From an optimization exercise on the open Yosys and OpenROAD flow, aimed at small area, a short achievable clock period and few clock cycles per item; shortcuts taken in it are not production practice. Function was checked by simulation only, so behaviour that the tests miss may differ from the original. Power is estimated from default activity; no workload was simulated.

$ cat flow/run.sh
#!/bin/bash
# synth_recipe.tcl (not shown) runs the flow's synth.tcl, then flattens the netlist and writes it again
# the make line also repeats each setting of config.mk as NAME=value (left out here)
make -C /OpenROAD-flow-scripts/flow DESIGN_CONFIG=/design/flow/config.mk WORK_HOME=/design/flow/orfs CLKGATE_MAP_FILE= SYNTH_SCRIPT=/design/flow/synth_recipe.tcl finish
$ cat flow/constraint.sdc
create_clock -name core_clock -period 6.5 [get_ports {clk_clk}]
set_input_delay 1.3000 -clock core_clock [delete_from_list [all_inputs] [get_ports {clk_clk}]]
set_output_delay 1.3000 -clock core_clock [all_outputs]
set_load 0.01 [all_outputs]
$ cat flow/config.mk
export PLATFORM = sky130hd
export DESIGN_NAME = sdram_pixel_reader
export DESIGN_NICKNAME = sdram_pixel_reader
export VERILOG_FILES = /design/flow/design.v
export SDC_FILE = /design/flow/constraint.sdc
export NUM_CORES = 4
export LEC_CHECK = 0
export CAP_MARGIN = 20
export CORE_MARGIN = 2
export CORE_UTILIZATION = 40
export SETUP_SLACK_MARGIN = 4.2
export SLEW_MARGIN = 20
$ cat flow/design.v
package sdram_pixel_reader_pkg;
  localparam int DEF_BURST_LEN = 8;
  localparam int DEF_FIFO_DEPTH = 16;
endpackage
module pixel_rx_fifo #(
  parameter DATA_W = 32,
  parameter DEPTH  = 16
) (
  input  logic              clk_clk,
  input  logic              reset_reset_n,
  input  logic              push_i,
  input  logic [DATA_W-1:0] wdata_i,
  input  logic              ready_i,
  output logic [DATA_W-1:0] rdata_o,
  output logic              valid_o,
  output logic              pop_o,
  output logic              valid_d_o
);
  localparam M     = DEPTH - 1;
  localparam CNT_W = $clog2(M + 1);
  logic [DATA_W-1:0] mem_q [M];
  logic [M-1:0]      wr_oh_q, rd_oh_q;
  logic [CNT_W-1:0]  cnt_q, cnt_d;
  logic              full_q;
  logic [DATA_W-1:0] head_q, head_d;
  logic              hv_q;      
  logic              hvn_q;     
  logic              take, stored, from_mem, bypass, wr_adv;
  logic [DATA_W-1:0] mem_rd;
  always_comb begin
    mem_rd = '0;
    for (int i = 0; i < M; i++)
      mem_rd = mem_rd | (mem_q[i] & {DATA_W{rd_oh_q[i]}});
  end
  assign stored    = (cnt_q != '0);
  assign pop_o     = !hvn_q && ready_i;
  assign take      = hvn_q || ready_i;
  assign from_mem  = take && stored;
  assign bypass    = take && !stored;
  assign wr_adv    = push_i && !bypass;
  assign valid_d_o = !take || stored || push_i;
  assign head_d = ({DATA_W{from_mem}} & mem_rd)
                | ({DATA_W{bypass}}   & wdata_i)
                | ({DATA_W{!take}}    & head_q);
  always_comb begin
    cnt_d = cnt_q;
    if (wr_adv && !from_mem)      cnt_d = cnt_q + 1'b1;
    else if (!wr_adv && from_mem) cnt_d = cnt_q - 1'b1;
  end
  always_ff @(posedge clk_clk) begin
    for (int i = 0; i < M; i++)
      if (wr_oh_q[i] && !full_q) mem_q[i] <= wdata_i;
    head_q <= head_d;
  end
  always_ff @(posedge clk_clk or negedge reset_reset_n) begin
    if (!reset_reset_n) begin
      wr_oh_q <= M'(1);
      rd_oh_q <= M'(1);
      cnt_q   <= '0;
      full_q  <= 1'b0;
      hv_q    <= 1'b0;
      hvn_q   <= 1'b1;
    end else begin
      if (wr_adv)   wr_oh_q <= {wr_oh_q[M-2:0], wr_oh_q[M-1]};
      if (from_mem) rd_oh_q <= {rd_oh_q[M-2:0], rd_oh_q[M-1]};
      cnt_q  <= cnt_d;
      full_q <= (cnt_d == CNT_W'(M));
      hv_q   <= valid_d_o;
      hvn_q  <= !valid_d_o;
    end
  end
  assign rdata_o = head_q;
  assign valid_o = hv_q;
endmodule
module sdram_pixel_reader #(
  parameter DEPTH = sdram_pixel_reader_pkg::DEF_FIFO_DEPTH
) (
  input  logic        clk_clk,
  input  logic        reset_reset_n,
  input  logic        start,
  input  logic [31:0] base_addr,
  input  logic [23:0] length_words,
  output logic        busy,
  output logic        done,
  output logic [31:0] avm_address,
  output logic        avm_read,
  output logic [3:0]  avm_burstcount,
  input  logic        avm_waitrequest,
  input  logic [31:0] avm_readdata,
  input  logic        avm_readdatavalid,
  output logic [31:0] src_data,
  output logic        src_valid,
  input  logic        src_ready,
  output logic        src_endofpacket
);
  localparam UW = $clog2(DEPTH + 9);
  logic        busy_q, done_q, read_q, pend_q, acc_q;
  logic        idle_q;
  logic [26:0] blk_q, blk_d;    
  logic [4:0]  off_q, off_d;    
  logic [20:0] nb_q;            
  logic [2:0]  part_q;          
  logic [2:0]  ge_q;
  logic [UW-1:0] room_q;        
  logic [3:0]  burst_q, burst_d;
  logic [UW-1:0] used_q, sum_q;
  logic        eop_q;
  logic        accept, pop, len_nz, pend_after, hold;
  logic [3:0]  burst_after, burst_ld;
  logic        ok_now, ok_after;
  logic        fifo_valid_d;
  logic        last_d;
  logic [UW-1:0] sum_acc;
  assign accept = read_q && !avm_waitrequest;
  assign len_nz = (length_words != '0);
  assign burst_after = ge_q[1] ? 4'd8 : {1'b0, part_q};
  assign pend_after  = ge_q[1] || (ge_q[0] && (part_q != '0));
  assign burst_ld    = (length_words[23:3] != '0) ? 4'd8 : {1'b0, length_words[2:0]};
  assign ok_now   = pop ? (sum_q <= UW'(DEPTH + 1)) : (sum_q <= UW'(DEPTH));
  assign ok_after = ge_q[1] ? (pop ? (sum_q <= UW'(DEPTH - 7)) : (sum_q <= UW'(DEPTH - 8)))
                            : (pop ? (sum_q <= room_q + UW'(1)) : (sum_q <= room_q));
  assign last_d = acc_q ? (!pend_after && (pop ? (sum_q == UW'(2)) : (sum_q == UW'(1))))
                        : (!pend_q     && (pop ? (used_q == UW'(2)) : (used_q == UW'(1))));
  assign sum_acc = sum_q + UW'(burst_after);
  pixel_rx_fifo #(
    .DATA_W (32),
    .DEPTH  (DEPTH)
  ) u_fifo (
    .clk_clk       (clk_clk),
    .reset_reset_n (reset_reset_n),
    .push_i        (avm_readdatavalid),
    .wdata_i       (avm_readdata),
    .ready_i       (src_ready),
    .rdata_o       (src_data),
    .valid_o       (src_valid),
    .pop_o         (pop),
    .valid_d_o     (fifo_valid_d)
  );
  assign hold    = !idle_q && !acc_q;
  assign blk_d   = ({27{idle_q}} & base_addr[31:5])
                 | ({27{acc_q}}  & (blk_q + 27'd1))
                 | ({27{hold}}   & blk_q);
  assign off_d   = ({5{idle_q}}  & base_addr[4:0])
                 | ({5{!idle_q}} & off_q);
  assign burst_d = ({4{idle_q}}  & burst_ld)
                 | ({4{acc_q}}   & burst_after)
                 | ({4{hold}}    & burst_q);
  always_ff @(posedge clk_clk) begin
    blk_q   <= blk_d;
    off_q   <= off_d;
    burst_q <= burst_d;
    if (idle_q) begin
      nb_q    <= length_words[23:3];
      part_q  <= length_words[2:0];
      ge_q[0] <= (length_words[23:3] != '0);
      ge_q[1] <= (length_words[23:4] != '0);
      ge_q[2] <= (length_words[23:5] != '0) || (length_words[4] && length_words[3]);
      room_q  <= UW'(DEPTH) - UW'(length_words[2:0]);
    end else if (acc_q) begin
      if (ge_q[0]) nb_q   <= nb_q - 21'd1;
      else         part_q <= '0;
      ge_q    <= {(nb_q[20:2] != '0), ge_q[2:1]};
    end
  end
  always_ff @(posedge clk_clk or negedge reset_reset_n) begin
    if (!reset_reset_n) begin
      busy_q <= 1'b0;
      idle_q <= 1'b1;
      done_q <= 1'b0;
      read_q <= 1'b0;
      acc_q  <= 1'b0;
      pend_q <= 1'b0;
      used_q <= '0;
      sum_q  <= '0;
      eop_q  <= 1'b0;
    end else begin
      acc_q <= !idle_q && accept;
      if (idle_q) begin
        busy_q <= start && len_nz;
        idle_q <= !(start && len_nz);
        done_q <= start && !len_nz;
        read_q <= start && len_nz;
        pend_q <= 1'b1;
        used_q <= '0;
        sum_q  <= UW'(burst_ld);
        eop_q  <= 1'b0;
      end else begin
        busy_q <= !(pop && eop_q);
        idle_q <= pop && eop_q;
        done_q <= pop && eop_q;
        if (acc_q) begin
          read_q <= pend_after && ok_after;
          pend_q <= pend_after;
          used_q <= pop ? sum_q - UW'(1) : sum_q;
          sum_q  <= pop ? sum_acc - UW'(1) : sum_acc;
        end else begin
          if (accept)       read_q <= 1'b0;
          else if (!read_q) read_q <= pend_q && ok_now;
          used_q <= pop ? used_q - UW'(1) : used_q;
          sum_q  <= pop ? sum_q - UW'(1) : sum_q;
        end
        eop_q  <= fifo_valid_d && last_d;
      end
    end
  end
  assign busy            = busy_q;
  assign done            = done_q;
  assign avm_address     = {blk_q, off_q};
  assign avm_read        = read_q;
  assign avm_burstcount  = burst_q;
  assign src_endofpacket = eop_q;
endmodule
==> key figures, run 1 <==
Logic synthesis
  – Synth Instances: 1652
  – Top-area cell type share of the netlist area: 62.8%
  – Syn nets: 1775
  – Yosys cell types: 65
  – Top-count cell post-synth: edfxtp_1
  – Synth Area per Inst: 15.0 sq um
  – Yosys Warn Count: 3
  – Flops & latches, synth: approximately 630
  – Post-synth EDFFs: 517
  – Seq/Total Area, Yosys: about 73%
  – Synth Cell Area: 24700 sq um
  – Async set or reset register ratio after synthesis: 8.52%
  – Ranking of synthesized cells by area: edfxtp_1 (63%), a22oi_1 (6.6%), dfxtp_1 (5.1%)
  – Top FF cell, synth: edfxtp_1
  – Area leader, netlist: edfxtp_1
  – Synth top cells by count: edfxtp_1 (517), a22oi_1 (217), clkbuf_1 (95), nand2_1 (86), o21ai_0 (86)

Timing
  – Setup TNS: 0 ns
  – Worst hold slack: 0.469 ns
  – Period utilization: 38.1%
  – Endpoints failing setup: 0
  – Worst Skew: roughly 0.035 ns
  – Final hold vios: 0
  – RSZ-0062 raised after global routing: true
  – Min Tclk post-route: 2.48 ns
  – Fmax: 403 MHz
  – Fin worst setup slack: around 4 ns
  – Max-slew violations: 0
  – Slew @ Worst Pin: 1.15 ns
  – Headroom to the max-slew limit: 23.3%

Cells and area
  – Layout cells sized above 1: between 20% and 30%
  – Area delta synth->final: 23.6%
  – Final instance area: 30500 sq um
  – Nets: 2008
  – Non-Filler Instances: 2732
  – Final Util: 49.8%
  – Filler Cell Count: 5137
  – Antenna cells: 0

Place
  – Post-DP HPWL: approximately 38000 um
  – Placed cell area: roughly 27000 sq um
  – Post-Place Setup Slack: ~2.8 ns
  – Port Buf Inserts: about 170
  – Cells after DPL: 2541
  – Gpl congestion: 0.802

Global route
  – Vias in the first global route: 16300
  – First-pass GRT wire length: 105000 um
  – Overflow after GRT: 0
  – Initial antenna violation count: 0
  – Largest net degree at the start of global routing: 61
  – Gr usage total: 22.3%

Pwr
  – Max rail drop VDD: between 200 and 250 uV
  – Pwr Density: 353 nW/um^2
  – Pleak: 10.4 nW
  – Overall power: 10.8 mW

Critical path
  – Worst Path Buf+Inv: 1
  – Worst path max stage delay: 0.42 ns
  – Worst Reg-to-Reg Cells: 8
  – Slowest cell on crit path: dfrtp_1
  – Critical path's top delay family: flip-flops
  – CP Cell Sequence: buf_2
  – CP arrival: roughly 1.2 ns
  – R2r startpoint: part_q[0]
  – Crit start category: flop
  – R2r setup slk: 4.20 ns
  – Origin of the worst setup path: u_fifo.hv_q
  – Crit path kind: reg -> out
  – Setup crit end kind: output port
  – Data required time at the worst endpoint: 5.20 ns
  – Worst R2R End: sum_q[3]
  – Max FO, Critical Path: 1

Routing
  – Vias per inst: 5.89
  – Drt drc: 0
  – Routed via count: 16100
  – Final ANT Viol Nets: 0
  – WL/cell: 26.2 um
  – DR iter-0 viols: between 1500 and 2000
  – Drt first pass iters: 6
  – Total wire length: 71500 um

Clock network
  – CTS tree: built
  – CTS Buffer Depth: 3
  – CTS root buffer: clkbuf_16
  – CTS clk-pin slew, worst paths: ~0.060 ns
  – Num Clock Sinks: 634
  – H-tree levels: 3
  – Worst-Skew Late Latency: roughly 0.60 ns
  – Num CTS Buffers: 69

Die
  – Num rows: between 90 and 100
  – Initial Util: 40.3%
  – IO Count: 167
  – Die area: roughly 64000 sq um
  – Die Ht: 253 um
  – Die X: approximately 250 um
  – Core area: 61400 sq um

Run
  – Max-Cap Viols: 0

Outcome
  – Status: no timing/DRC/antenna violations

Hold path
  – Hold path depth: 2
  – Hold path startpoint: u_fifo.head_q[11]
  – Worst hold path type: reg -> reg
  – Hold EP: u_fifo.head_q[11]
[worst max path at each step]
stage / end / depth (start not counted)
floorplan: busy_q / 4
global placement: sum_q[3] / 6
detailed placement: busy_q / 6
CTS: src_valid / 1
global route: src_valid / 1
finish: src_valid / 1
[what timing repair did]
item,in CTS,in global routing
setup endpoints to repair,179,115
setup buffers,47,15
pin swaps,9,14
gates resized for setup,495,38
hold buffers,0,0
cloned,1,0
[registers in the layout, summed over array words and instances (netlist names), 3 cells and up, named ones only]
register	count
blk_q	27
burst_q	4
ge_q	3
nb_q	21
part_q	3
room_q	5
sum_q	5
u_fifo.cnt_q	4
u_fifo.head_q	32
u_fifo.mem_q	480
u_fifo.rd_oh_q	15
u_fifo.wr_oh_q	15
used_q	5
[cell type report]
class	instances	area, sq um	area share (%)
sequential	634	18300	59.9
multi-input combinational	885	6370	20.9
timing repair buffer	268	2500	8.17
clock buffer	90	1890	6.18
tap	790	988	3.24
clock inverter	38	402	1.32
inverter	27	103	0.336
[cell usage in the layout, fill, tap and decap left out, drive strengths merged, types with 32 or more instances in the layout]
cell type,instances
nand2,86
buf,178
nand3,54
nor3,48
o22ai,33
a222oi,32
nor2,36
dfxtp,63
clkinv,32
o21ai,91
a22oi,217
clkdlybuf4s50,70
clkbuf,94
nand4,44
dfrtp,50
xnor2,34
edfxtp,517
[power by group]
part           leakage (nW)  switching (mW)  total, mW  internal, mW
Sequential             5.89           0.290       5.05          4.76
Combinational          3.43           0.960       1.85         0.885
Clock                  1.11            1.65       3.90          2.24
[per-layer routing]
layer | routed length, um | global-route usage, % | vias up
met4 | 2050 | 7.25 | 0
met1 | 29000 | 29.7 | 8180
li1 | - | - | 7048
met2 | 34700 | 36.8 | 726
met5 | 0 | 0 | -
met3 | 5780 | 4.61 | 128
[cells by family after synthesis]
kind of cell / after synthesis / synth area share (%)
DFF: 634 / 73.4
AOI/OAI and AO/OA: 419 / 12.0
and+or+nand+nor: 339 / 7.12
buffers and inverters: 133 / 2.15
xor gates and xnor gates: 60 / 2.13
muxes: 38 / 1.69
adders and majority gates: 29 / 1.50
Testbench counts, summed over its fixed seeds: cycles 382,195, items 220,665.
==> inputs of run 2 (changes only) <==
==> flow/flow/run.sh (new file) <==
#!/bin/bash
# Layout flow: the standard ORFS flow, unchanged except that the port
# buffers that global placement inserts are buf_1 cells (later resized by
# timing repair as needed) instead of the default delay-type buffer.
set -e
cp standard.sh standard.sh.txt
export BUFFER_PORTS_ARGS="-buffer_cell sky130_fd_sc_hd__buf_1"
bash standard.sh > standard.log 2>&1
==> flow/standard.sh (new file) <==
#!/bin/bash
# synth_recipe.tcl (not shown) runs the flow's synth.tcl, then flattens the netlist and writes it again
# the make line also repeats each setting of config.mk as NAME=value (left out here)
make -C /OpenROAD-flow-scripts/flow DESIGN_CONFIG=/design/flow/config.mk WORK_HOME=/design/flow/orfs CLKGATE_MAP_FILE= SYNTH_SCRIPT=/design/flow/synth_recipe.tcl "${@:-finish}"
removed: flow/run.sh
==> key figures, run 2 <==
Die
  – Num rows: 91 (unchanged)
  – IO Count: 167 (unchanged)
  – Die X: 253 um (unchanged)
  – Die Ht: 253 um (unchanged)
  – Initial Util: 40.3% (unchanged)
  – Die area: 63800 sq um (unchanged)
  – Core area: 61400 sq um (unchanged)

Logic synthesis
  – Post-Synth Simple-Gate Area: 7.12% (unchanged)
  – Flops & latches, synth: 634 (unchanged)
  – XOR/XNOR Fraction of Synth Area: 2.13% (unchanged)
  – Yosys Warn Count: 3 (unchanged)
  – Largest family of logic cells by synthesized area: compound AO/OA/AOI/OAI gates
  – Yosys cell types: 65 (unchanged)
  – Synth top cells by count: edfxtp_1 (517), a22oi_1 (217), clkbuf_1 (95), nand2_1 (86), o21ai_0 (86)
  – Top-count cell post-synth: edfxtp_1
  – Post-synth EDFFs: 517 (unchanged)
  – Compound-gate portion of the synthesized area: 12.0% (unchanged)
  – Synth Instances: 1652 (unchanged)
  – Ranking of synthesized cells by area: edfxtp_1 (63%), a22oi_1 (6.6%), dfxtp_1 (5.1%)
  – Top-area cell type share of the netlist area: 62.8% (unchanged)
  – Seq/Total Area, Yosys: 73.4% (unchanged)
  – Syn nets: 1775 (unchanged)
  – Area leader, netlist: edfxtp_1
  – Synth Cell Area: 24700 sq um (unchanged)
  – Top FF cell, synth: edfxtp_1
  – Synth Area per Inst: 15.0 sq um (unchanged)
  – Async set or reset register ratio after synthesis: 8.52% (unchanged)
  – Mux cell area share after synthesis: 1.69% (unchanged)
  – Post-Synth Adder-Cell Area: 1.50% (unchanged)

Timing
  – Min Tclk post-route: 2.48 ns (-0.00284 ns)
  – Worst Skew: 0.0194 ns (-0.0152 ns)
  – Setup TNS: 0 ns (unchanged)
  – Headroom to the max-slew limit: 30.5% (+7.2 points)
  – Period utilization: 38.1% (-0.044 points)
  – Slew @ Worst Pin: 1.04 ns (-0.108 ns)
  – Fmax: 404 MHz (+0.11%)
  – Final hold vios: 0 (unchanged)
  – RSZ-0062 raised after global routing: true
  – Max-slew violations: 0 (unchanged)
  – Endpoints failing setup: 0 (unchanged)

Cells and area
  – Nets: 1998 (-0.50%)
  – Max reg flops: 480 (unchanged)
  – Final instance area: 29800 sq um (-2.5%)
  – Most common cell after layout, fill and taps aside: edfxtp_1
  – Commonest cells after routing, fill and taps aside: edfxtp_1 (517), a22oi_1 (217), buf_1 (91)
  – Filler Cell Count: 5178 (+0.80%)
  – Layout cells sized above 1: 21.5% (-1.2 points)
  – Largest registers: u_fifo.mem_q x480, u_fifo.head_q x32, blk_q x27
  – Biggest register: u_fifo.mem_q
  – Area delta synth->final: 20.5%

Run
  – Max-Cap Viols: 0 (unchanged)

Critical path
  – Worst path max stage delay: 0.42 ns (about the same)
  – Data required time at the worst endpoint: 5.20 ns (about the same)
  – Worst R2R End: read_q
  – Slowest cell on crit path: dfrtp_1
  – Worst Path Buf+Inv: 1 (unchanged)
  – CP Cell Sequence: buf_2
  – R2r setup slk: 4.24 ns (+0.04 ns)
  – Origin of the worst setup path: eop_q
  – Max FO, Critical Path: 2 (+1)
  – Setup crit end kind: output port
  – Worst Reg-to-Reg Cells: 9 (+1)
  – Worst setup path end: src_endofpacket
  – Crit start category: flop
  – CP Depth: 1 (unchanged)
  – Critical path's top delay family: flip-flops
  – R2r startpoint: room_q[0]
  – Crit path kind: reg -> out
  – CP arrival: 1.18 ns (about the same)

Global route
  – Vias in the first global route: 15800 (-2.9%)
  – First-pass GRT wire length: 102000 um (-2.7%)
  – Largest net degree at the start of global routing: 57 (-6.6%)
  – Gr usage total: 21.7% (-0.69 points)
  – Initial antenna violation count: 4 (+4)
  – Overflow after GRT: 0 (unchanged)

Pwr
  – Clock power frac: 35.3% (-0.8 points)
  – Pwr Density: 355 nW/um^2 (+0.35%)
  – Sw Pwr: 2.81 mW (-3.1%)
  – Pleak: 10.1 nW (-3.6%)
  – Register share of total power: 47.8% (+1.0 points)
  – Gate power share: 16.9% (-0.2 points)
  – Switching Fraction: 26.7% (-0.26 points)
  – Internal Pwr Total: 7.74 mW (-1.8%)
  – Overall power: 10.6 mW (-2.2%)
  – Max rail drop VDD: 237 uV (+1.6%)

Clock network
  – CTS tree: built
  – Num Clock Sinks: 634 (unchanged)
  – Post-cts hold buffer count: 0 (unchanged)
  – CTS clk-pin slew, worst paths: 0.06 ns (about the same)
  – Num CTS Buffers: 67 (-2.9%)
  – CTS root buffer: clkbuf_16
  – H-tree levels: 3 (unchanged)
  – CTS Buffer Depth: 3 (unchanged)
  – Worst-Skew Late Latency: 0.61 ns (about the same)

Routing
  – Drt first pass iters: 6 (unchanged)
  – WL/cell: 25.6 um (-2.1%)
  – Total wire length: 69700 um (-2.6%)
  – Final ANT Viol Nets: 0 (unchanged)
  – Drt drc: 0 (unchanged)
  – Vias per inst: 5.92 (+0.62%)
  – Routed via count: 16100 (+0.14%)
  – DR iter-0 viols: 1756 (+12%)

Place
  – Gpl congestion: 0.786 (-2.0%)
  – Placed cell area: 26400 sq um (-3.7%)
  – Port Buf Inserts: 166 (unchanged)
  – Post-DP HPWL: 35700 um (-6.2%)

Outcome
  – Status: no timing/DRC/antenna violations

Hold path
  – Worst hold path type: reg -> reg
[run 2: cell count changes in the layout (fill, tap and decap cells not counted), moves of 9 or more]
cell	delta
clkinv_1	-11
dlygate4sd2_1	-9
clkbuf_1	+9
buf_1	+91
buf_2	-11
clkdlybuf4s50_1	-70
[run 2: cell type report]
cell class	count	area, sq um	area share, %
Antenna cell	1	2.50	0.00841
Clock inverter	22	246	0.828
Clock buffer	100	1910	6.42
Sequential cell	634	18300	61.4
Tap cell	790	988	3.32
Timing Repair Buffer	259	1890	6.35
Multi-Input combinational cell	886	6340	21.3
Inverter	27	106	0.357
[run 2: routing by layer]
layer | routed length [um] | track usage, % | part of all wire, % | vias up
met5 | 27 | 0 | 0.039 | -
met4 | 1520 | 5.87 | 2.2 | 4
met3 | 5810 | 3.93 | 8.3 | 115
met2 | 33500 | 35.6 | 48 | 737
met1 | 28800 | 29.7 | 41 | 8217
li1 | - | - | - | 7032
[run 2: worst min path at each step]
stage | slack, ns | start | endpoint | cells past startpoint
2_1_floorplan | 0.48 | part_q[2] | burst_q[2] | 2
3_3_place_gp | 0.44 | u_fifo.head_q[1] | u_fifo.head_q[1] | 2
3_5_place_dp | 0.45 | u_fifo.head_q[2] | u_fifo.head_q[2] | 2
4_1_cts | 0.46 | u_fifo.head_q[2] | u_fifo.head_q[2] | 2
5_1_grt | 0.49 | u_fifo.head_q[27] | u_fifo.head_q[27] | 2
6_report | 0.46 | u_fifo.head_q[2] | u_fifo.head_q[2] | 2
[run 2: kinds of logic after synthesis]
| group | Yosys count |
|---|---|
| compound gates | 419 |
| xor+xnor | 60 |
| fa+ha+maj | 29 |
| buf+inv | 133 |
| flops | 634 |
| mux | 38 |
| simple gates | 339 |
[run 2: stage by stage]
stage          setup slack [ns]  utilization (%)  cells  hold WS, ns
6_report                   4.02             48.5   2719        0.457
5_1_grt                    3.98             48.5   2719        0.490
4_1_cts                    3.99             48.1   2705        0.463
3_5_place_dp               3.05             43.0   2541        0.447
3_3_place_gp               3.05             43.0   2541        0.442
2_1_floorplan              3.85                -   1652        0.482
[run 2: repair_timing]
| action | 4_1_cts | 5_1_grt |
|---|---|---|
| endpoints found under the hold margin | 0 | 0 |
| buffers inserted | 40 | 13 |
| resized for setup | 234 | 36 |
| gates cloned | 2 | 0 |
| setup endpoints to repair | 156 | 114 |
| pin swaps | 5 | 11 |
[run 2: power groups by stage]
stage	Clock, mW	Combinational [mW]	Sequential (mW)
4_1_cts	3.79	1.74	5.04
2_1_floorplan	0	0.862	5.08
3_3_place_gp	0	1.30	5.12
5_1_grt	3.95	1.97	5.08
6_report	3.73	1.78	5.05
3_5_place_dp	0	1.33	5.13
[run 2: worst reg2reg max path, stage by stage, from the launching register on]
cell and delay [ns]:
edfxtp_1 0.44, ha_1 0.26, nand3_1 0.10, xnor2_1 0.08, ha_1 0.31, and3_1 0.17, a311o_1 0.17, a31oi_1 0.04
or4_1 0.51, o211ai_1 0.10
==> inputs of run 3 (changes only) <==
==> flow/flow/run.sh (replaced) <==
#!/bin/bash
# Layout flow: the standard ORFS flow, with two changes:
#  - the port buffers that global placement inserts are buf_1 cells (timing
#    repair resizes them as needed) instead of the default delay-type buffer;
#  - clock tree synthesis clusters up to 30 sinks within 100 um per leaf
#    buffer, which needs fewer clock buffers.
set -e
cp standard.sh standard.sh.txt
export BUFFER_PORTS_ARGS="-buffer_cell sky130_fd_sc_hd__buf_1"
export CTS_ARGS="-sink_clustering_enable -sink_clustering_size 30 -sink_clustering_max_diameter 100 -repair_clock_nets"
bash standard.sh > standard.log 2>&1
==> key figures, run 3 <==
Outcome
  – Status: no timing/DRC/antenna violations

Critical path
  – Data required time at the worst endpoint: 5.20 ns (about the same)
  – Critical path's top delay family: flip-flops
  – Max FO, Critical Path: 2 (unchanged)
  – Crit path kind: reg -> out
  – Slowest cell on crit path: dfrtp_1
  – Worst Path Buf+Inv: 1 (unchanged)
  – CP arrival: 1.21 ns (+0.03 ns)
  – Worst path max stage delay: 0.44 ns (+0.02 ns)
  – CP Cell Sequence: buf_2
  – Worst Reg-to-Reg Cells: 9 (unchanged)
  – CP Depth: 1 (unchanged)
  – Crit start category: flop
  – R2r startpoint: part_q[0]
  – Worst R2R End: sum_q[4]
  – R2r setup slk: 4.29 ns (+0.05 ns)
  – Setup crit end kind: output port

Logic synthesis
  – Synth top cells by count: edfxtp_1 (517), a22oi_1 (217), clkbuf_1 (95), nand2_1 (86), o21ai_0 (86)
  – Synth Cell Area: 24700 sq um (unchanged)
  – Yosys cell types: 65 (unchanged)
  – Post-Synth Adder-Cell Area: 1.50% (unchanged)
  – Mux cell area share after synthesis: 1.69% (unchanged)
  – Compound-gate portion of the synthesized area: 12.0% (unchanged)
  – Yosys Warn Count: 3 (unchanged)
  – Post-synth EDFFs: 517 (unchanged)
  – Seq/Total Area, Yosys: 73.4% (unchanged)
  – Flops & latches, synth: 634 (unchanged)
  – Synth Instances: 1652 (unchanged)
  – Top-area cell type share of the netlist area: 62.8% (unchanged)
  – Synth Area per Inst: 15.0 sq um (unchanged)
  – Ranking of synthesized cells by area: edfxtp_1 (63%), a22oi_1 (6.6%), dfxtp_1 (5.1%)
  – Area leader, netlist: edfxtp_1
  – XOR/XNOR Fraction of Synth Area: 2.13% (unchanged)
  – Top FF cell, synth: edfxtp_1
  – Async set or reset register ratio after synthesis: 8.52% (unchanged)
  – Largest family of logic cells by synthesized area: compound AO/OA/AOI/OAI gates
  – Syn nets: 1775 (unchanged)
  – Top-count cell post-synth: edfxtp_1
  – Post-Synth Simple-Gate Area: 7.12% (unchanged)

Clock network
  – CTS root buffer: clkbuf_16
  – Worst-Skew Late Latency: 0.63 ns (+0.02 ns)
  – CTS clk-pin slew, worst paths: 0.12 ns (+0.06 ns)
  – CTS tree: built
  – Num CTS Buffers: 26 (-61%)
  – Num Clock Sinks: 634 (unchanged)
  – CTS Buffer Depth: 3 (unchanged)
  – H-tree levels: 1 (-2)

Pwr
  – Overall power: 8.89 mW (-16%)
  – Max rail drop VDD: 239 uV (+0.73%)
  – Pleak: 9.41 nW (-6.5%)
  – Pwr Density: 312 nW/um^2 (-12%)

Timing
  – Final hold vios: 0 (unchanged)
  – Fmax: 398 MHz (-1.5%)
  – Headroom to the max-slew limit: 47.2% (+17 points)
  – Period utilization: 38.7% (+0.59 points)
  – Slew @ Worst Pin: 0.792 ns (-0.251 ns)
  – Worst Skew: 0.0427 ns (+0.0233 ns)
  – Setup TNS: 0 ns (unchanged)
  – Max-slew violations: 0 (unchanged)
  – RSZ-0062 raised after global routing: true
  – Endpoints failing setup: 0 (unchanged)
  – Min Tclk post-route: 2.51 ns (+0.0383 ns)

Routing
  – Drt drc: 0 (unchanged)
  – DR iter-0 viols: 1733 (-1.3%)
  – Vias per inst: 5.97 (+0.77%)
  – WL/cell: 25.9 um (+1.1%)
  – Final ANT Viol Nets: 0 (unchanged)
  – Routed via count: 15800 (-1.9%)
  – Drt first pass iters: 7 (+1)
  – Total wire length: 68600 um (-1.5%)

Place
  – Gpl congestion: 0.786 (unchanged)
  – Port Buf Inserts: 166 (unchanged)
  – Post-DP HPWL: 35700 um (unchanged)

Global route
  – First-pass GRT wire length: 101000 um (-1.6%)
  – Met1 usage: 29.1% (-0.52 points)
  – Most used routing layer: met2
  – Vias in the first global route: 15400 (-2.7%)
  – Grt met3 use: 2.62% (-1.3 points)
  – M2 GR Usage: 35.9% (+0.34 points)
  – Largest net degree at the start of global routing: 57 (unchanged)
  – Gr usage total: 21.1% (-0.55 points)
  – Overflow after GRT: 0 (unchanged)
  – Initial antenna violation count: 4 (unchanged)

Cells and area
  – Commonest cells after routing, fill and taps aside: edfxtp_1 (517), a22oi_1 (217), buf_1 (91)
  – Largest registers: u_fifo.mem_q x480, u_fifo.head_q x32, blk_q x27
  – Layout cells sized above 1: 19.3% (-2.1 points)
  – Max reg flops: 480 (unchanged)
  – Nets: 1960 (-1.9%)
  – Most common cell after layout, fill and taps aside: edfxtp_1
  – Area delta synth->final: 15.2%
  – Biggest register: u_fifo.mem_q

Die
  – Die X: 253 um (unchanged)
  – IO Count: 167 (unchanged)
  – Num rows: 91 (unchanged)
  – Die Ht: 253 um (unchanged)
  – Core area: 61400 sq um (unchanged)
  – Die area: 63800 sq um (unchanged)
  – Initial Util: 40.3% (unchanged)

Run
  – Max-Cap Viols: 0 (unchanged)

Hold path
  – Hold path startpoint: u_fifo.head_q[2]
  – Worst hold path type: reg -> reg
  – Hold path depth: 2 (unchanged)
  – Hold EP: u_fifo.head_q[2]
[run 3: timing repair]
action | CTS | global route
buffers inserted | 43 | 13
resized for setup | 232 | 38
pin swaps | 3 | 15
hold endpoints to repair | 0 | 0
cloned | 2 | 0
setup endpoints to repair | 155 | 128
hold buffers | 0 | 0
[run 3: where the power goes]
| group | internal [mW] | total [mW] | switching (mW) |
|---|---|---|---|
| registers | 4.74 | 5.04 | 0.292 |
| logic | 0.842 | 1.78 | 0.935 |
| clock network | 0.812 | 2.08 | 1.26 |
[run 3: stage by stage]
stage                     setup WS (ns)  instance area, sq um  hold slack [ns]  std cells  utilization [%]
after floorplan                    3.85                 24900            0.482       1652                -
after global placement             3.05                 26400            0.442       2541             43.0
after detailed placement           3.05                 26400            0.447       2541             43.0
after CTS                          3.95                 28200            0.472       2634             46.0
after global routing               3.95                 28400            0.504       2648             46.4
final                              3.99                 28400            0.465       2648             46.4
[run 3: routing by layer]
metal	routed length, um	vias to the layer above
met2	33400	662
li1	-	6904
met3	4950	93
met1	28700	8142
met5	24	-
met4	1500	4
[run 3: area by class of cell]
type	count	area [sq um]
clock buffers	42	731
diodes	1	2.50
well taps	790	988
multi-input cells	886	6330
flip-flops and latches	634	18300
repair buffers	262	1910
fillers	5293	32900
inverters	27	106
clock inverters	6	98.8
[run 3: worst max-delay path by stage]
stage,startpoint,to,slack (ns)
global placement,src_ready,read_q,3.05
floorplan,length_words[22],busy_q,3.85
detailed placement,src_ready,read_q,3.05
global route,eop_q,src_endofpacket,3.95
finish,eop_q,src_endofpacket,3.99
CTS,eop_q,src_endofpacket,3.95
[run 3: logic make-up (layout without fill, tap and decap cells)]
family / Yosys count / in the layout
other: 0 / 1
adders and majority gates: 29 / 29
DFF: 634 / 634
xor gates and xnor gates: 60 / 60
muxes: 38 / 38
AOI/OAI and AO/OA: 419 / 419
and+or+nand+nor: 339 / 340
buffers and inverters: 133 / 337
==> inputs of run 4 (changes only) <==
--- a/flow/config.mk
+++ b/flow/config.mk
@@ -10,3 +10,3 @@
 export CORE_UTILIZATION = 40
-export SETUP_SLACK_MARGIN = 4.2
+export SETUP_SLACK_MARGIN = 4.0
 export SLEW_MARGIN = 20
==> key figures, run 4 <==
Logic synthesis
  – Synth Area per Inst: 15.0 sq um (unchanged)
  – Ranking of synthesized cells by area: edfxtp_1 (63%), a22oi_1 (6.6%), dfxtp_1 (5.1%)
  – Yosys cell types: 65 (unchanged)
  – Async set or reset register ratio after synthesis: 8.52% (unchanged)
  – Top-count cell post-synth: edfxtp_1
  – Area leader, netlist: edfxtp_1
  – Yosys Warn Count: 3 (unchanged)
  – Top-area cell type share of the netlist area: 62.8% (unchanged)
  – Synth Instances: 1652 (unchanged)
  – Synth top cells by count: edfxtp_1 (517), a22oi_1 (217), clkbuf_1 (95), nand2_1 (86), o21ai_0 (86)
  – Seq/Total Area, Yosys: 73.4% (unchanged)
  – Syn nets: 1775 (unchanged)
  – Synth Cell Area: 24700 sq um (unchanged)
  – Flops & latches, synth: 634 (unchanged)
  – Post-synth EDFFs: 517 (unchanged)
  – Top FF cell, synth: edfxtp_1

Timing
  – Headroom to the max-slew limit: 29.2% (-18 points)
  – Slew @ Worst Pin: 1.06 ns (+0.270 ns)
  – Max-slew violations: 0 (unchanged)
  – Fin worst setup slack: 4.01 ns (+0.0243 ns)
  – Setup TNS: 0 ns (unchanged)
  – RSZ-0062 raised after global routing: true
  – Endpoints failing setup: 0 (unchanged)
  – Fmax: 402 MHz (+0.98%)
  – Worst Skew: 0.0231 ns (-0.0196 ns)
  – Period utilization: 38.3% (-0.37 points)
  – Min Tclk post-route: 2.49 ns (-0.0243 ns)
  – Final hold vios: 0 (unchanged)

Hold path
  – Hold path depth: 2 (unchanged)
  – Worst hold path type: reg -> reg

Routing
  – Total wire length: 68100 um (-0.82%)
  – Drt drc: 0 (unchanged)
  – DR iter-0 viols: 1923 (+11%)
  – Routed via count: 15500 (-1.7%)
  – WL/cell: 26.2 um (+1.0%)
  – Final ANT Viol Nets: 0 (unchanged)
  – Drt first pass iters: 7 (unchanged)
  – Vias per inst: 5.98 (+0.13%)

Die
  – Die area: 63800 sq um (unchanged)
  – Core area: 61400 sq um (unchanged)
  – Initial Util: 40.3% (unchanged)
  – Die X: 253 um (unchanged)
  – Die Ht: 253 um (unchanged)
  – IO Count: 167 (unchanged)
  – Num rows: 91 (unchanged)

Critical path
  – Worst path max stage delay: 0.45 ns (about the same)
  – Crit start category: flop
  – Max FO, Critical Path: 2 (unchanged)
  – CP Depth: 1 (unchanged)
  – R2r startpoint: u_fifo.hvn_q
  – Critical path's top delay family: flip-flops
  – Slowest cell on crit path: dfrtp_1
  – Origin of the worst setup path: eop_q
  – Setup crit end kind: output port
  – Worst Path Buf+Inv: 1 (unchanged)
  – CP Cell Sequence: buf_6
  – Crit path kind: reg -> out
  – Worst R2R End: u_fifo.wr_oh_q[12]
  – Data required time at the worst endpoint: 5.20 ns (about the same)
  – Worst setup path end: src_endofpacket
  – CP arrival: 1.19 ns (-0.02 ns)
  – R2r setup slk: 4.12 ns (-0.17 ns)
  – Worst Reg-to-Reg Cells: 5 (-4)

Cells and area
  – Area delta synth->final: 10.7%
  – Multi-input gate area: 6220 sq um (-1.8%)
  – Final instance area: 27300 sq um (-3.9%)
  – Biggest register: u_fifo.mem_q
  – Filler Cell Count: 5431 (+2.6%)
  – Most common cell after layout, fill and taps aside: edfxtp_1
  – Max reg flops: 480 (unchanged)
  – Commonest cells after routing, fill and taps aside: edfxtp_1 (517), a22oi_1 (217), buf_1 (124)
  – Largest registers: u_fifo.mem_q x480, u_fifo.head_q x32, blk_q x27
  – Layout cells sized above 1: 12.6% (-6.7 points)
  – FF+latch area: 18200 sq um (-0.34%)
  – Nets: 1913 (-2.4%)
  – Final Util: 44.6% (-1.8 points)

Place
  – Placed cell area: 26400 sq um (about the same)
  – Port Buf Inserts: 166 (unchanged)
  – Post-Place Setup Slack: 2.76 ns (-0.289 ns)
  – Gpl congestion: 0.775 (-1.4%)
  – Post-DP HPWL: 37200 um (+4.1%)

Clock network
  – H-tree levels: 1 (unchanged)
  – CTS root buffer: clkbuf_16
  – Worst-Skew Late Latency: 0.61 ns (-0.02 ns)
  – CTS tree: built
  – Num Clock Sinks: 634 (unchanged)
  – CTS clk-pin slew, worst paths: 0.11 ns (about the same)
  – Num CTS Buffers: 25 (-3.8%)
  – CTS Buffer Depth: 3 (unchanged)

Global route
  – Largest net degree at the start of global routing: 60 (+5.3%)
  – Gr usage total: 20.9% (-0.22 points)
  – Overflow after GRT: 0 (unchanged)
  – First-pass GRT wire length: 99200 um (-1.4%)
  – Initial antenna violation count: 3 (-1)
  – Vias in the first global route: 15000 (-2.2%)

Outcome
  – Status: no timing/DRC/antenna violations

Pwr
  – Pwr Density: 307 nW/um^2 (-1.8%)
  – Max rail drop VDD: 289 uV (+21%)
  – Pleak: 8.88 nW (-5.6%)

Run
  – Max-Cap Viols: 0 (unchanged)
run 4: cell count changes in the layout (fill, tap and decap cells not counted), sizes merged:
cell and delta:
clkinvlp -1, buf -56, bufbuf -1, clkinv +1, clkbuf +10, nor2 -1
run 4: timing repair:
action                                  in CTS  in global routing
pin swaps                                    2                  2
endpoints found under the setup margin     103                 51
hold buffers                                 0                  0
buffers inserted                             9                  2
resized for setup                           60                 33
run 4: how the worst min path moves through the flow:
stage                                  from                end  slack [ns]
after floorplan                   part_q[2]         burst_q[2]        0.48
after global placement    u_fifo.head_q[22]  u_fifo.head_q[22]        0.44
after detailed placement  u_fifo.head_q[28]  u_fifo.head_q[28]        0.45
after CTS                  u_fifo.head_q[1]   u_fifo.head_q[1]        0.47
after global routing       u_fifo.head_q[1]   u_fifo.head_q[1]        0.48
final                     u_fifo.head_q[28]  u_fifo.head_q[28]        0.47
run 4: cell families (layout without fill, tap and decap cells):
kind of cell | count (synthesis) | count (layout) | synth area share [%]
xor+xnor | 60 | 60 | 2.13
simple gates | 339 | 339 | 7.12
fa+ha+maj | 29 | 29 | 1.50
compound gates | 419 | 419 | 12.0
flops | 634 | 634 | 73.4
buf+inv | 133 | 290 | 2.15
other cells | 0 | 1 | 0
mux | 38 | 38 | 1.69
run 4: metrics by stage:
step	hold slack, ns	total power, mW	std cells
floorplan	0.482	5.92	1652
global placement	0.440	6.40	2542
detailed placement	0.449	6.43	2542
CTS	0.471	8.41	2597
global route	0.479	8.77	2600
finish	0.472	8.39	2600
run 4: routing by layer:
layer	global-route usage [%]	wire [um]
met2	35.7	33100
met3	2.79	5100
met1	28.7	28600
met5	0	26
met4	4.16	1270
run 4: final cells by class:
cell class / count / share of cell area, %
clock buffer: 40 / 2.49
timing repair buffer: 217 / 3.97
sequential: 634 / 66.6
multi-input combinational: 885 / 22.7
antenna: 1 / 0.00915
clock inverter: 6 / 0.201
inverter: 27 / 0.384
tap: 790 / 3.61
run 4: report_power, final:
part           switching, mW  total, mW  internal [mW]
clock                   1.22       1.97          0.750
combinational          0.811       1.37          0.558
sequential             0.327       5.06           4.73
total                   2.36       8.39           6.04
==> inputs of run 5 (changes only) <==
--- a/flow/config.mk
+++ b/flow/config.mk
@@ -9,3 +9,3 @@
 export CORE_MARGIN = 2
-export CORE_UTILIZATION = 40
+export CORE_UTILIZATION = 60
 export SETUP_SLACK_MARGIN = 4.0
==> key figures, run 5 <==
Global route
  – Gr usage total: 29.6% (+8.7 points)
  – Overflow after GRT: 0 (unchanged)
  – First-pass GRT wire length: 92300 um (-7.0%)
  – Initial antenna violation count: 1 (-2)
  – Largest net degree at the start of global routing: 65 (+8.3%)
  – Vias in the first global route: 14600 (-3.2%)

Place
  – Post-DP HPWL: 32300 um (-13%)
  – Port Buf Inserts: 166 (unchanged)
  – Gpl congestion: 0.801 (+3.3%)
  – Cells after DPL: 2273 (-11%)
  – Post-Place Setup Slack: 2.86 ns (+0.0943 ns)

Die
  – Initial Util: 60.6% (+20 points)
  – Die X: 207 um (-18%)
  – Num rows: 74 (-19%)
  – IO Count: 167 (unchanged)
  – Die Ht: 207 um (-18%)
  – Die area: 42800 sq um (-33%)
  – Core area: 40700 sq um (-34%)

Clock network
  – Num Clock Sinks: 634 (unchanged)
  – CTS clk-pin slew, worst paths: 0.12 ns (about the same)
  – CTS root buffer: clkbuf_16
  – CTS tree: built
  – Worst-Skew Late Latency: 0.61 ns (about the same)
  – CTS Buffer Depth: 3 (unchanged)
  – Num CTS Buffers: 25 (unchanged)
  – H-tree levels: 1 (unchanged)

Logic synthesis
  – Top-area cell type share of the netlist area: 62.8% (unchanged)
  – Yosys cell types: 65 (unchanged)
  – Ranking of synthesized cells by area: edfxtp_1 (63%), a22oi_1 (6.6%), dfxtp_1 (5.1%)
  – Top FF cell, synth: edfxtp_1
  – Syn nets: 1775 (unchanged)
  – Synth Instances: 1652 (unchanged)
  – Synth Area per Inst: 15.0 sq um (unchanged)
  – Area leader, netlist: edfxtp_1
  – Synth top cells by count: edfxtp_1 (517), a22oi_1 (217), clkbuf_1 (95), nand2_1 (86), o21ai_0 (86)
  – Async set or reset register ratio after synthesis: 8.52% (unchanged)
  – Flops & latches, synth: 634 (unchanged)
  – Synth Cell Area: 24700 sq um (unchanged)
  – Post-synth EDFFs: 517 (unchanged)
  – Seq/Total Area, Yosys: 73.4% (unchanged)
  – Top-count cell post-synth: edfxtp_1
  – Yosys Warn Count: 3 (unchanged)

Critical path
  – CP arrival: 1.18 ns (about the same)
  – Worst Reg-to-Reg Cells: 6 (+1)
  – CP Cell Sequence: buf_1
  – Critical path's top delay family: flip-flops
  – Worst path max stage delay: 0.40 ns (-0.05 ns)
  – Crit path kind: reg -> out
  – R2r startpoint: u_fifo.hvn_q
  – Slowest cell on crit path: dfxtp_1
  – Worst R2R End: read_q
  – Worst Path Buf+Inv: 1 (unchanged)
  – Max FO, Critical Path: 2 (unchanged)
  – R2r setup slk: 4.13 ns (about the same)
  – Data required time at the worst endpoint: 5.20 ns (about the same)
  – Setup crit end kind: output port
  – Crit start category: flop

Timing
  – Setup TNS: 0 ns (unchanged)
  – Max-slew violations: 0 (unchanged)
  – Fmax: 403 MHz (+0.41%)
  – Slew @ Worst Pin: 1.20 ns (+0.141 ns)
  – Final hold vios: 0 (unchanged)
  – Headroom to the max-slew limit: 19.8% (-9.4 points)
  – Endpoints failing setup: 0 (unchanged)
  – Worst Skew: 0.0258 ns (+0.00267 ns)
  – Fin worst setup slack: 4.02 ns (+0.0102 ns)
  – Min Tclk post-route: 2.48 ns (-0.0102 ns)
  – Period utilization: 38.1% (-0.16 points)
  – RSZ-0062 raised after global routing: false

Cells and area
  – Biggest register: u_fifo.mem_q
  – Nets: 1901 (-0.63%)
  – Most common cell after layout, fill and taps aside: edfxtp_1
  – Max reg flops: 480 (unchanged)
  – Non-Filler Instances: 2329 (-10%)
  – Largest registers: u_fifo.mem_q x480, u_fifo.head_q x32, blk_q x27
  – Layout cells sized above 1: 12.0% (-0.64 points)
  – Commonest cells after routing, fill and taps aside: edfxtp_1 (517), a22oi_1 (217), buf_1 (126)
  – Antenna cells: 0 (-1)
  – Area delta synth->final: 9.18%

Hold path
  – Hold EP: u_fifo.head_q[4]
  – Hold path depth: 2 (unchanged)
  – Worst hold path type: reg -> reg
  – Hold path startpoint: u_fifo.head_q[4]

Routing
  – Total wire length: 63600 um (-6.5%)
  – Final ANT Viol Nets: 0 (unchanged)
  – WL/cell: 27.3 um (+4.3%)
  – Drt drc: 0 (unchanged)
  – Vias per inst: 6.62 (+11%)
  – Routed via count: 15400 (-0.78%)
  – Drt first pass iters: 5 (-2)
  – DR iter-0 viols: 1973 (+2.6%)

Outcome
  – Status: no timing/DRC/antenna violations

Run
  – Max-Cap Viols: 0 (unchanged)

Pwr
  – Max rail drop VDD: 279 uV (-3.6%)
  – Pwr Density: 311 nW/um^2 (+1.4%)
  – Pleak: 8.78 nW (-1.1%)
-- run 5: worst max-delay path by stage --
stage / from / end / slack [ns] / depth (start not counted)
after floorplan: length_words[22] / busy_q / 3.85 / 4
after global placement: src_ready / u_fifo.rd_oh_q[11] / 2.92 / 6
after detailed placement: src_ready / u_fifo.rd_oh_q[1] / 2.86 / 6
after CTS: blk_q[12] / avm_address[17] / 4.00 / 1
after global routing: blk_q[26] / avm_address[31] / 4.00 / 1
final: u_fifo.head_q[13] / src_data[13] / 4.02 / 1
-- run 5: worst min-delay path, stage by stage (launching register included) --
cell     delay, ns
dfxtp_1       0.34
nand2_1       0.05
o21ai_0       0.06
-- run 5: layout make-up --
class / instances / area [sq um]
Timing Repair Buffer: 204 / 998
Clock buffer: 43 / 693
Sequential cell: 634 / 18200
Clock inverter: 3 / 55.1
Tap cell: 532 / 666
Fill cell: 2943 / 13800
Inverter: 27 / 105
Multi-Input combinational cell: 886 / 6220
-- run 5: per-layer routing --
metal / part of all wire (%) / global-route usage, % / wire [um]
met1: 41 / 42.5 / 26100
met2: 48 / 48.9 / 30700
met3: 8.6 / 3.81 / 5450
met4: 2.2 / 6.71 / 1410
met5: 0.020 / 0 / 13
-- run 5: cells by family after synthesis --
| group | after synthesis | synth area share, % |
|---|---|---|
| DFF | 634 | 73.4 |
| AOI/OAI and AO/OA | 419 | 12.0 |
| and+or+nand+nor | 339 | 7.12 |
| buffers and inverters | 133 | 2.15 |
| xor gates and xnor gates | 60 | 2.13 |
| muxes | 38 | 1.69 |
| adders and majority gates | 29 | 1.50 |
-- run 5: what timing repair did --
action	in CTS	in global routing
pin swaps	3	3
setup endpoints to repair	60	94
hold buffers	0	0
cloned	1	0
gates resized for setup	40	52
setup buffers	5	4
-- run 5: through the flow --
stage	power [mW]	hold WS [ns]	util, %	instance area (sq um)
2_1_floorplan	5.92	0.482	-	24700
3_3_place_gp	6.36	0.447	63.7	26000
3_5_place_dp	6.42	0.471	63.7	26000
4_1_cts	8.36	0.492	65.9	26800
5_1_grt	8.75	0.510	66.2	27000
6_report	8.39	0.488	66.2	27000
-- run 5: report_power, final --
group | total, mW | switching, mW | internal (mW)
Clock | 1.97 | 1.21 | 0.756
Sequential | 5.06 | 0.321 | 4.73
Combinational | 1.36 | 0.803 | 0.562
==> inputs of run 6 (changes only) <==
==> flow/flow/run.sh (replaced) <==
#!/bin/bash
# Layout flow: the standard ORFS flow, with two changes:
#  - the port buffers that global placement inserts are buf_1 cells (timing
#    repair resizes them as needed) instead of the default delay-type buffer;
#  - clock tree synthesis clusters up to 25 sinks within 90 um per leaf
#    buffer, which needs fewer clock buffers.
set -e
cp standard.sh standard.sh.txt
export BUFFER_PORTS_ARGS="-buffer_cell sky130_fd_sc_hd__buf_1"
export CTS_ARGS="-sink_clustering_enable -sink_clustering_size 25 -sink_clustering_max_diameter 90 -repair_clock_nets"
bash standard.sh > standard.log 2>&1
--- a/flow/config.mk
+++ b/flow/config.mk
@@ -9,3 +9,3 @@
 export CORE_MARGIN = 2
-export CORE_UTILIZATION = 60
+export CORE_UTILIZATION = 70
 export SETUP_SLACK_MARGIN = 4.0
==> key figures, run 6 <==
Outcome
  – Status: no timing/DRC/antenna violations

Cells and area
  – Commonest cells after routing, fill and taps aside: edfxtp_1 (517), a22oi_1 (217), buf_1 (123)
  – Most common cell after layout, fill and taps aside: edfxtp_1
  – Largest registers: u_fifo.mem_q x480, u_fifo.head_q x32, blk_q x27
  – Layout cells sized above 1: 12.1% (+0.16 points)
  – Max reg flops: 480 (unchanged)
  – Nets: 1914 (+0.68%)
  – Biggest register: u_fifo.mem_q
  – Final instance area: 27000 sq um (+0.18%)
  – Area delta synth->final: 9.38%

Global route
  – Gr usage total: 33.9% (+4.3 points)
  – Overflow after GRT: 0 (unchanged)
  – Largest net degree at the start of global routing: 76 (+17%)
  – Vias in the first global route: 15000 (+3.2%)
  – Initial antenna violation count: 0 (-1)
  – First-pass GRT wire length: 91000 um (-1.4%)

Timing
  – Max-slew violations: 0 (unchanged)
  – Min Tclk post-route: 2.47 ns (-0.0110 ns)
  – Setup TNS: 0 ns (unchanged)
  – Worst Skew: 0.0227 ns (-0.00315 ns)
  – Endpoints failing setup: 0 (unchanged)
  – Headroom to the max-slew limit: 18.1% (-1.7 points)
  – Final hold vios: 0 (unchanged)
  – Slew @ Worst Pin: 1.23 ns (+0.0256 ns)
  – Fmax: 405 MHz (+0.44%)
  – RSZ-0062 raised after global routing: false
  – Period utilization: 38.0% (-0.17 points)

Logic synthesis
  – Synth Instances: 1652 (unchanged)
  – Seq/Total Area, Yosys: 73.4% (unchanged)
  – Ranking of synthesized cells by area: edfxtp_1 (63%), a22oi_1 (6.6%), dfxtp_1 (5.1%)
  – Top-count cell post-synth: edfxtp_1
  – Yosys Warn Count: 3 (unchanged)
  – Yosys cell types: 65 (unchanged)
  – Top FF cell, synth: edfxtp_1
  – Syn nets: 1775 (unchanged)
  – Top-area cell type share of the netlist area: 62.8% (unchanged)
  – Flops & latches, synth: 634 (unchanged)
  – Synth Cell Area: 24700 sq um (unchanged)
  – Synth Area per Inst: 15.0 sq um (unchanged)
  – Synth top cells by count: edfxtp_1 (517), a22oi_1 (217), clkbuf_1 (95), nand2_1 (86), o21ai_0 (86)
  – Area leader, netlist: edfxtp_1
  – Post-synth EDFFs: 517 (unchanged)
  – Async set or reset register ratio after synthesis: 8.52% (unchanged)

Die
  – Core area: 34600 sq um (-15%)
  – Initial Util: 71.3% (+11 points)
  – Num rows: 68 (-8.1%)
  – Die area: 36800 sq um (-14%)
  – Die Ht: 192 um (-7.3%)
  – IO Count: 167 (unchanged)
  – Die X: 192 um (-7.3%)

Run
  – Max-Cap Viols: 0 (unchanged)

Routing
  – Drt drc: 0 (unchanged)
  – Total wire length: 62600 um (-1.7%)
  – Wl on met1: 22900 um (-12%)
  – Vias per inst: 6.94 (+4.9%)
  – Final ANT Viol Nets: 0 (unchanged)
  – Wire length on met2: 30500 um (-0.66%)
  – Drt first pass iters: 6 (+1)
  – Routed via count: 15800 (+2.2%)
  – DR top layer: met4
  – DR iter-0 viols: 2025 (+2.6%)
  – DR WL met3: 7190 um (+32%)
  – WL/cell: 27.6 um (+0.89%)

Clock network
  – CTS clk-pin slew, worst paths: 0.10 ns (-0.02 ns)
  – Worst-Skew Late Latency: 0.62 ns (about the same)
  – H-tree levels: 1 (unchanged)
  – Num CTS Buffers: 29 (+16%)
  – CTS root buffer: clkbuf_16
  – Post-cts hold buffer count: 0 (unchanged)
  – CTS Buffer Depth: 3 (unchanged)
  – Num Clock Sinks: 634 (unchanged)
  – CTS tree: built

Hold path
  – Worst hold path type: reg -> reg
  – Hold path depth: 2 (unchanged)
  – Hold path startpoint: u_fifo.head_q[1]
  – Hold EP: u_fifo.head_q[1]

Critical path
  – Crit start category: flop
  – CP Cell Sequence: clkbuf_2
  – Crit path kind: reg -> out
  – R2r startpoint: u_fifo.hvn_q
  – CP arrival: 1.17 ns (about the same)
  – Worst path max stage delay: 0.41 ns (about the same)
  – Worst Reg-to-Reg Cells: 5 (-1)
  – Data required time at the worst endpoint: 5.20 ns (about the same)
  – Setup crit end kind: output port
  – Max FO, Critical Path: 3 (+1)
  – Worst Path Buf+Inv: 1 (unchanged)
  – Critical path's top delay family: flip-flops
  – Slowest cell on crit path: dfrtp_1
  – Worst R2R End: read_q
  – R2r setup slk: 4.03 ns (-0.10 ns)

Pwr
  – Pwr Density: 315 nW/um^2 (+1.1%)
  – Pleak: 8.91 nW (+1.4%)
  – Max rail drop VDD: 362 uV (+30%)

Place
  – Gpl congestion: 0.836 (+4.4%)
  – Port Buf Inserts: 166 (unchanged)
  – Post-DP HPWL: 32800 um (+1.5%)
  – Placed cell area: 25900 sq um (-0.19%)
## run 6: cell count changes in the layout (fill, tap and decap cells not counted), moves of 2 or more
cell	previous run	this run
clkbuf_2	37	35
buf_2	3	8
clkbuf_1	18	23
dfxtp_2	13	21
dfrtp_2	10	0
buf_4	34	42
buf_1	126	123
dfrtp_1	40	50
dfxtp_4	15	7
clkbuf_16	25	29
buf_6	0	2
## run 6: repair_timing
item | CTS | global route
gates cloned | 1 | 0
pin swaps | 2 | 1
endpoints found under the setup margin | 62 | 82
setup buffers | 7 | 3
resized for setup | 39 | 48
## run 6: per-layer routing
| layer | GRT usage [%] | vias to the layer above |
|---|---|---|
| met1 | 47.1 | 7730 |
| met3 | 5.32 | 152 |
| met4 | 11.1 | 0 |
| met5 | 0 | - |
| met2 | 55.7 | 1074 |
| li1 | - | 6807 |
## run 6: layout make-up
type,instances,area (sq um)
flip-flops and latches,634,18200
fillers,2012,7610
multi-input cells,886,6220
repair buffers,213,1070
clock buffers,52,812
well taps,455,569
inverters,27,105
clock inverters,2,36.3
diodes,1,2.50
## run 6: stage by stage
step	power [mW]	utilization (%)	hold slack, ns	std cells	setup slack [ns]
final	8.50	78.0	0.472	2270	4.03
after global routing	8.84	78.0	0.512	2269	4.00
after CTS	8.45	77.7	0.469	2266	4.00
after detailed placement	6.41	74.8	0.446	2204	2.83
after global placement	6.34	74.8	0.439	2204	2.89
after floorplan	5.92	-	0.482	1652	3.85
## run 6: worst max path at each step
| stage | startpoint | to | slack (ns) | cells past startpoint |
|---|---|---|---|---|
| after detailed placement | src_ready | u_fifo.rd_oh_q[12] | 2.83 | 6 |
| after global routing | u_fifo.head_q[15] | src_data[15] | 4.00 | 1 |
| after global placement | src_ready | u_fifo.rd_oh_q[8] | 2.89 | 6 |
| after CTS | u_fifo.head_q[8] | src_data[8] | 4.00 | 1 |
| after floorplan | length_words[22] | busy_q | 3.85 | 4 |
| final | read_q | avm_read | 4.03 | 1 |
## run 6: worst reg2reg max path, cell delays in order, from the launching register on
cell,delay (ns)
dfstp_4,1.01
nand2b_4,0.34
a211oi_1,0.10
o311a_1,0.34
or4_1,0.50
o211ai_1,0.11
## run 6: logic make-up (layout without fill, tap and decap cells)
group,count (synthesis),in the layout,share of synthesized area (%)
adder cells (fa/ha/maj),29,29,1.50
AO/OA/AOI/OAI,419,419,12.0
AND/OR/NAND/NOR,339,340,7.12
buffers and inverters,133,294,2.15
multiplexers,38,38,1.69
XOR/XNOR,60,60,2.13
flip-flops,634,634,73.4
other,0,1,0
## run 6: where the power goes
| group | total [mW] | internal [mW] | leakage (nW) | switching, mW |
|---|---|---|---|---|
| clock network | 2.07 | 0.865 | 0.402 | 1.21 |
| logic | 1.38 | 0.568 | 2.63 | 0.815 |
| registers | 5.04 | 4.73 | 5.87 | 0.319 |
| total | 8.50 | 6.16 | 8.91 | 2.34 |
==> inputs of run 7 (changes only) <==
--- a/flow/config.mk
+++ b/flow/config.mk
@@ -7,5 +7,6 @@
 export LEC_CHECK = 0
+export ABC_AREA = 1
 export CAP_MARGIN = 20
 export CORE_MARGIN = 2
-export CORE_UTILIZATION = 70
+export CORE_UTILIZATION = 60
 export SETUP_SLACK_MARGIN = 4.0
==> key figures, run 7 <==
Routing
  – Drt first pass iters: 5 (-1)
  – WL/cell: 21.4 um (-22%)
  – Total wire length: 67100 um (+7.3%)
  – Drt drc: 0 (unchanged)
  – DR iter-0 viols: 1847 (-8.8%)
  – Final ANT Viol Nets: 0 (unchanged)
  – Routed via count: 18100 (+15%)
  – Vias per inst: 5.76 (-17%)

Critical path
  – Max FO, Critical Path: 2 (-1)
  – Critical path's top delay family: flip-flops
  – Data required time at the worst endpoint: 5.20 ns (about the same)
  – Worst path max stage delay: 0.46 ns (+0.05 ns)
  – Setup crit end kind: output port
  – Crit path kind: reg -> out
  – Crit start category: flop
  – CP arrival: 1.21 ns (+0.04 ns)
  – Worst Path Buf+Inv: 1 (unchanged)
  – CP Cell Sequence: buf_6
  – Slowest cell on crit path: dfrtp_2

Cells and area
  – FF+latch area: 18200 sq um (+0.14%)
  – Commonest cells after routing, fill and taps aside: nand2_1 (828), edfxtp_1 (517), nor2_1 (169)
  – Most common cell after layout, fill and taps aside: nand2_1
  – Largest registers: u_fifo.mem_q x480, u_fifo.head_q x32, blk_q x27
  – Area delta synth->final: 8.94%
  – Nets: 2648 (+38%)
  – Biggest register: u_fifo.mem_q
  – Non-Filler Instances: 3135 (+38%)
  – Layout cells sized above 1: 7.93% (-4.2 points)
  – Max reg flops: 480 (unchanged)
  – Filler Cell Count: 3324 (+65%)
  – Multi-input gate area: 7110 sq um (+14%)

Timing
  – RSZ-0062 raised after global routing: true
  – Worst Skew: 0.0161 ns (-0.00654 ns)
  – Fmax: 398 MHz (-1.7%)
  – Slew @ Worst Pin: 1.21 ns (-0.0195 ns)
  – Period utilization: 38.6% (+0.67 points)
  – Headroom to the max-slew limit: 19.4% (+1.3 points)
  – Setup TNS: 0 ns (unchanged)
  – Final hold vios: 0 (unchanged)
  – Min Tclk post-route: 2.51 ns (+0.0433 ns)
  – Max-slew violations: 0 (unchanged)
  – Endpoints failing setup: 0 (unchanged)
  – Fin worst setup slack: 3.99 ns (-0.0433 ns)

Run
  – Max-Cap Viols: 0 (unchanged)

Global route
  – Initial antenna violation count: 1 (+1)
  – Largest net degree at the start of global routing: 72 (-5.3%)
  – Gr usage total: 29.9% (-4.0 points)
  – First-pass GRT wire length: 100000 um (+9.8%)
  – Vias in the first global route: 16800 (+12%)
  – Overflow after GRT: 0 (unchanged)

Logic synthesis
  – Area leader, netlist: edfxtp_1
  – Seq/Total Area, Yosys: 69.5% (-4.0 points)
  – Synth Cell Area: 26100 sq um (+5.7%)
  – Flops & latches, synth: 634 (unchanged)
  – Syn nets: 2511 (+41%)
  – Top-count cell post-synth: nand2_1
  – Top FF cell, synth: edfxtp_1
  – Async set or reset register ratio after synthesis: 8.52% (unchanged)
  – Top-area cell type share of the netlist area: 59.4% (-3.4 points)
  – Yosys Warn Count: 3 (unchanged)
  – Post-synth EDFFs: 517 (unchanged)
  – Synth Instances: 2388 (+45%)
  – Yosys cell types: 40 (-38%)
  – Synth Area per Inst: 10.9 sq um (-27%)
  – Ranking of synthesized cells by area: edfxtp_1 (59%), nand2_1 (12%), dfxtp_1 (4.8%)
  – Synth top cells by count: nand2_1 (830), edfxtp_1 (517), nor2_1 (184), nand3_1 (147), inv_1 (140)

Outcome
  – Status: no timing/DRC/antenna violations

Die
  – Core area: 43000 sq um (+24%)
  – Initial Util: 60.8% (-11 points)
  – Die area: 45200 sq um (+23%)
  – IO Count: 167 (unchanged)
  – Num rows: 76 (+12%)
  – Die X: 213 um (+11%)
  – Die Ht: 213 um (+11%)

Clock network
  – Post-cts hold buffer count: 0 (unchanged)
  – H-tree levels: 1 (unchanged)
  – CTS clk-pin slew, worst paths: 0.11 ns (about the same)
  – CTS Buffer Depth: 3 (unchanged)
  – Num Clock Sinks: 634 (unchanged)
  – CTS tree: built
  – Num CTS Buffers: 29 (unchanged)
  – CTS root buffer: clkbuf_16
  – Worst-Skew Late Latency: 0.63 ns (about the same)

Pwr
  – Max rail drop VDD: 298 uV (-17%)
  – Pleak: 10.7 nW (+20%)
  – Pwr Density: 384 nW/um^2 (+22%)

Place
  – Cells after DPL: 3070 (+39%)
  – Port Buf Inserts: 166 (unchanged)
  – Post-DP HPWL: 36000 um (+9.7%)
  – Post-Place Setup Slack: 3.20 ns (+0.372 ns)
  – Gpl congestion: 0.900 (+7.6%)

Hold path
  – Worst hold path type: reg -> reg
==> run 7: cell count changes after synthesis, sizes merged, moves of 25 or more <==
cell,change
nor3,-37
nand4,+28
clkbuf,-66
inv,+123
a222oi,-32
nor2,+154
xnor2,-32
nand3,+94
buf,+54
a22o,+25
mux2,-30
a22oi,-173
o22ai,-32
nand2,+748
==> run 7: worst paths after layout <==
kind	from	endpoint	slack [ns]	cells after the start
hold / removal	burst_q[3]	burst_q[3]	0.48	2
max in group asynchronous	reset_reset_n	u_fifo.rd_oh_q[5]	5.15	2
setup reg to reg	ge_q[1]	sum_q[4]	4.11	12
hold reg to reg	burst_q[3]	burst_q[3]	0.48	2
setup / recovery	eop_q	src_endofpacket	3.99	1
min in group asynchronous	reset_reset_n	u_fifo.wr_oh_q[4]	0.80	2
==> run 7: logic make-up after synthesis <==
| kind of cell | count (synthesis) | synth area share [%] |
|---|---|---|
| simple gates | 1262 | 19.8 |
| flops | 634 | 69.5 |
| buf+inv | 242 | 3.80 |
| compound gates | 207 | 5.03 |
| fa+ha+maj | 29 | 1.42 |
| xor+xnor | 14 | 0.469 |
==> run 7: routing by layer <==
metal / global-route usage [%] / share of wire, % / vias up
met5: 0 / 0.024 / -
met4: 8.27 / 2.7 / 2
met3: 3.90 / 8.2 / 125
met2: 49.2 / 48 / 727
met1: 42.2 / 42 / 8796
li1: - / - / 8419
==> run 7: repair_timing <==
action | in CTS | in global routing
endpoints found under the setup margin | 108 | 78
buffers inserted | 0 | 9
gates resized for setup | 65 | 40
cloned | 0 | 0
==> run 7: worst register-to-register path, delay by kind of cell (launching register included) <==
| family | cells | cell delay, ns |
|---|---|---|
| and+or+nand+nor | 7 | 0.83 |
| adders and majority gates | 3 | 0.85 |
| DFF | 1 | 0.47 |
| buffers and inverters | 2 | 0.14 |
==> run 7: through the flow <==
stage          util, %  area, sq um  hold WS, ns  total power, mW
6_report          66.2        28500        0.484             10.9
3_3_place_gp      63.6        27400        0.457             8.64
4_1_cts           65.9        28300        0.487             10.9
3_5_place_dp      63.6        27400        0.461             8.75
5_1_grt           66.2        28400        0.511             11.6
2_1_floorplan        -        26100        0.453             7.59
==> run 7: final cells by class <==
| type | instances | area share [%] |
|---|---|---|
| clock buffers | 50 | 2.83 |
| flip-flops and latches | 634 | 64.1 |
| clock inverters | 4 | 0.198 |
| repair buffers | 200 | 3.37 |
| diodes | 2 | 0.0176 |
| inverters | 148 | 1.98 |
| well taps | 585 | 2.57 |
| multi-input cells | 1512 | 25.0 |
==> run 7: where the power goes <==
part / internal [mW] / leakage (nW) / switching, mW
sequential: 4.86 / 5.87 / 0.812
combinational: 1.18 / 4.38 / 1.95
clock: 0.881 / 0.411 / 1.23

## what the ideal ports hide
No port has a modelled driver above. Below, the same layouts with a new extraction and two added sets of constraints. Step 1: set_driving_cell puts a clkbuf_16 on clk_clk and a buf_2 on each other input, an assumption about the parent block. Step 2 times the ports against the registers' clock, not the clock port: input delays grow and output delays shrink by t, the midpoint of the rising clock arrivals with the driver on. Three values: ideal ports, drivers, drivers and shift; two values: the first two.
| run | shift t [ns] | setup slack, ns | clock arrival spread, ns |
|---|---|---|---|
| run 1 | 0.657 | 4.021 / 3.959 / 3.598 | 0.052 / 0.052 |
| run 2 | 0.654 | 4.024 / 3.966 / 3.546 | 0.023 / 0.022 |
| run 3 | 0.673 | 3.986 / 3.925 / 3.579 | 0.043 / 0.043 |
| run 4 | 0.661 | 4.010 / 3.950 / 3.391 | 0.027 / 0.027 |
| run 5 | 0.659 | 4.020 / 3.965 / 3.451 | 0.031 / 0.030 |
| run 6 | 0.667 | 4.031 / 3.975 / 3.465 | 0.025 / 0.025 |
| run 7 | 0.680 | 3.988 / 3.926 / 3.630 | 0.017 / 0.017 |
After both steps every run listed still meets setup and hold. For run 4, which loses most, drivers alone change the setup slack by -0.060 ns; drivers and shift together by -0.619 ns.
